Source: an optimization exercise on an open RTL-to-GDS flow (aim: small area, a short achievable clock period and few clock cycles per item). Production flows keep margins and buffers that such runs may drop. In this exercise RTL edits were held to simulation tests only and were not proved equivalent to the original. No activity file was given, so power comes from the tool's default toggle rates.

==> wip/indigo: inputs <==
## pipelined_alu
module pipelined_alu (
  input  logic        clk,
  input  logic        rst,
  input  logic        in_valid,
  output logic        in_ready,
  input  logic [3:0]  op,
  input  logic [31:0] a,
  input  logic [31:0] b,
  output logic        out_valid,
  input  logic        out_ready,
  output logic [31:0] res,
  output logic [3:0]  flags,
  output logic [15:0] illegal_cnt
);
clock: 9.0 ns
lec_check: 0
cap_margin: 20
core_margin: 2
core_utilization: 40
setup_slack_margin: 5
slew_margin: 20
standard.sh (not shown) runs the stock make flow with config.mk's settings and CLKGATE_MAP_FILE= SYNTH_SCRIPT=/design/flow/synth_recipe.tcl, a recipe that flattens the netlist after the stock synthesis.
==> flow/flow/run.sh <==
#!/bin/bash
set -euo pipefail
cd "$(dirname "$0")/.."
bash standard.sh synth > synth.log 2>&1
bash standard.sh "BUFFER_PORTS_ARGS=-buffer_cell sky130_fd_sc_hd__buf_2" finish > layout.log 2>&1
==> wip/cedar: changes against wip/indigo <==
- CTS_CLUSTER_DIAMETER: unset -> 80
- CTS_CLUSTER_SIZE: unset -> 25
==> impl_metrics.yaml <==
final_layout:
  n_fill_cell: 5565
  layout.nets: 2627
  n_all_buffers: 210
  drive_above_1_share_pct: 17.7
critical_path:
  r2r_end: "cut1[36]"
  r2r_cells: 8
global_route:
  use_met1_pct: 31.1
  grt_pass1_vias: 18100
power:
  p_clk_share_pct: 10.5
  p_switching_mw: 4.48
outcome:
  status: "finished clean"
sta:
  fin_ws_ns: 4.97
That was wip/cedar.
==> impl_metrics.yaml <==
global_route:
  grt_pass1_vias: 18200
  use_met1_pct: 31.2
final_layout:
  n_all_buffers: 209
  drive_above_1_share_pct: 17.7
  n_fill_cell: 5547
power:
  p_switching_mw: 4.45
critical_path:
  r2r_cells: 12
  r2r_end: "cut1[31]"
outcome:
  status: "finished clean"
That was wip/indigo.
Testbench counts of wip/indigo, summed over its fixed seeds: cycles 16,024, items 16,000.
Testbench counts of wip/cedar, summed over its fixed seeds: cycles 16,024, items 16,000.

==> run M: inputs <==
pipelined_alu, a different RTL version from the one above (not shown whole).
// pipelined_alu
module pipelined_alu (
  input  logic        clk,
  input  logic        rst,
  input  logic        in_valid,
  output logic        in_ready,
  input  logic [3:0]  op,
  input  logic [31:0] a,
  input  logic [31:0] b,
  output logic        out_valid,
  input  logic        out_ready,
  output logic [31:0] res,
  output logic [3:0]  flags,
  output logic [15:0] illegal_cnt
);
export LEC_CHECK = 0
export CAP_MARGIN = 20
export CORE_MARGIN = 2
export CORE_UTILIZATION = 65
export CTS_CLUSTER_DIAMETER = 80
export CTS_CLUSTER_SIZE = 25
export PLACE_DENSITY = 0.75
export SETUP_SLACK_MARGIN = 5
export SLEW_MARGIN = 20
create_clock -name core_clock -period 9.0 [get_ports {clk}]
run.sh (not shown) runs the stock make flow with config.mk's settings and CLKGATE_MAP_FILE= SYNTH_SCRIPT=/design/flow/synth_recipe.tcl, a recipe that flattens the netlist after the stock synthesis.
Stock flow here: none of the scripts above is used.
==> run C (differences from run M) <==
Settings changed: CORE_UTILIZATION 65 to 40, CTS_CLUSTER_DIAMETER 80 to not set, CTS_CLUSTER_SIZE 25 to not set, PLACE_DENSITY 0.75 to not set.
==> run B (differences from run M) <==
--- a/flow/design.v
+++ b/flow/design.v
@@ -47,16 +47,17 @@
   output logic [95:0] cut,
   output logic        addsub,
   output logic        cmp,
   output logic        cmp_s,
   output logic        legal
 );
   logic [15:0] bneg;
   logic [31:0] ro, fill;
+  logic [3:0]  t;
   logic [31:0] bg;
   logic        cin, arith;
   assign legal  = ~(op[3] & op[2]);
   for (genvar j = 0; j < 16; j++) begin : g_bneg
     assign bneg[j] = is_mul & bx[2*j+1];
   end
   logic [31:0] pp0;
   logic [29:0] pp1;
@@ -89,32 +90,31 @@
   assign pp12 = (({8{bone[12]}} & a[7:0]) | ({8{btwo[12]}} & {a[6:0], 1'b0})) ^ {8{bneg[12]}};
   assign pp13 = (({6{bone[13]}} & a[5:0]) | ({6{btwo[13]}} & {a[4:0], 1'b0})) ^ {6{bneg[13]}};
   assign pp14 = (({4{bone[14]}} & a[3:0]) | ({4{btwo[14]}} & {a[2:0], 1'b0})) ^ {4{bneg[14]}};
   assign pp15 = (({2{bone[15]}} & a[1:0]) | ({2{btwo[15]}} & {a[0:0], 1'b0})) ^ {2{bneg[15]}};
   assign addsub = (op == 4'h0) | (op == 4'h1);
   assign cmp    = (op == 4'hA) | (op == 4'hB);
   assign cmp_s  = ~op[0];
   assign arith  = addsub | cmp;
-  assign bg     = bx & {32{arith}};
+  assign bg     = (bx & {32{arith}}) | fill;
   assign cin    = sub;
   always_comb begin
-    for (int i = 0; i < 32; i++) fill[i] = op[3] & a[0] & (i[4:0] < bx[4:0]);
+    for (int i = 0; i < 32; i++) fill[i] = (op == 4'h8) & a[0] & (i[4:0] < bx[4:0]);
   end
   always_comb begin
-    ro    = '0;
     case (op)
-      4'h0, 4'h1, 4'hA, 4'hB: ro = a;
-      4'h2: ro = a & bx;
-      4'h3: ro = a | bx;
-      4'h4: ro = a ^ bx;
-      4'h5: ro = ~a;
-      4'h7, 4'h8: ro = fill;
-      default: ro = '0;
+      4'h0, 4'h1, 4'hA, 4'hB: t = 4'b1100;   
+      4'h2:                   t = 4'b1000;   
+      4'h3:                   t = 4'b1110;   
+      4'h4:                   t = 4'b0110;   
+      4'h5:                   t = 4'b0011;   
+      default:                t = 4'b0000;
     endcase
+    for (int i = 0; i < 32; i++) ro[i] = t[{a[i], bx[i]}];
   end
   logic t0_s1;
   logic t0_c2;
   logic t0_s3;
   logic t0_c4;
   logic t0_s5;
   logic t0_c6;
   logic t0_s7;
Settings changed: CORE_UTILIZATION 65 to 40, PLACE_DENSITY 0.75 to not set.
==> notes.md <==
| item | run C | run M | run B |
|---|---|---|---|
| Multi-input logic area | 15670 µm² | 15670 µm² | 14900 µm² |
| Routed wire length on met3 | 7266 µm | 9466 µm | 6690 µm |
| Inst Count DP | 3290 | 2965 | 3044 |
| Final #Nets | 2968 | 2972 | 2683 |
| CTS resizes | 40 | 37 | 21 |
| GR Util met3 | 0.05195 | 0.1006 | 0.04645 |
| Tap cell instance count | 837 | 511 | 782 |
| Combinational cell fraction of total power | 0.654 | 0.668 | 0.667 |
| Outcome | finished clean | finished clean | finished clean |
| Die height | 254.3 µm | 200.3 µm | 250.2 µm |
| Row count | 91 | 71 | 90 |
| Clock transition time at the flip-flop clock pins of the worst setup and hold paths | 60 ps | 90 ps | 90 ps |
| R2r endpoint | cut1[88] | cut1[84] | cut1[89] |
| Post-route minimum period | 4027 ps | 4026 ps | 4028 ps |
| Fraction of area in registers | 0.2672 | 0.2723 | 0.2846 |
Testbench counts of run M, summed over its fixed seeds: cycles 16,024, items 16,000.
Testbench counts of run C, summed over its fixed seeds: cycles 16,024, items 16,000.
Testbench counts of run B, summed over its fixed seeds: cycles 16,024, items 16,000.

## what the ideal ports hide
The flow's constraints put no driver on any port. The routed layouts listed below were extracted and timed again, unchanged, in two steps.
Step 1: set_driving_cell puts a clkbuf_16 on clk and a buf_2 on each other input, an assumption about the parent block.
Step 2 adds t to the input delays and takes it off the output delays; t is the mean of the earliest and latest rising clock arrival at the registers after step 1. Input paths then give back, and output paths get back, about the clock's delay inside the block.
Slacks: no drivers / after step 1 / after step 2; pairs: no drivers / after step 1.
| run | shift t [ns] | setup WS [ns] | worst setup path at the end |
|---|---|---|---|
| wip/indigo | 0.642 | 4.969 / 4.938 / 4.938 | input to output |
| wip/cedar | 0.617 | 4.969 / 4.937 / 4.937 | input to output |
| run M | 0.615 | 4.974 / 4.942 / 4.709 | input to register |
| run C | 0.648 | 4.973 / 4.941 / 4.733 | input to register |
| run B | 0.605 | 4.972 / 4.940 / 4.742 | input to register |
After both steps setup and hold are still met in every run listed. For run M, which loses most, drivers alone change the setup slack by -0.032 ns; drivers and shift together by -0.265 ns.
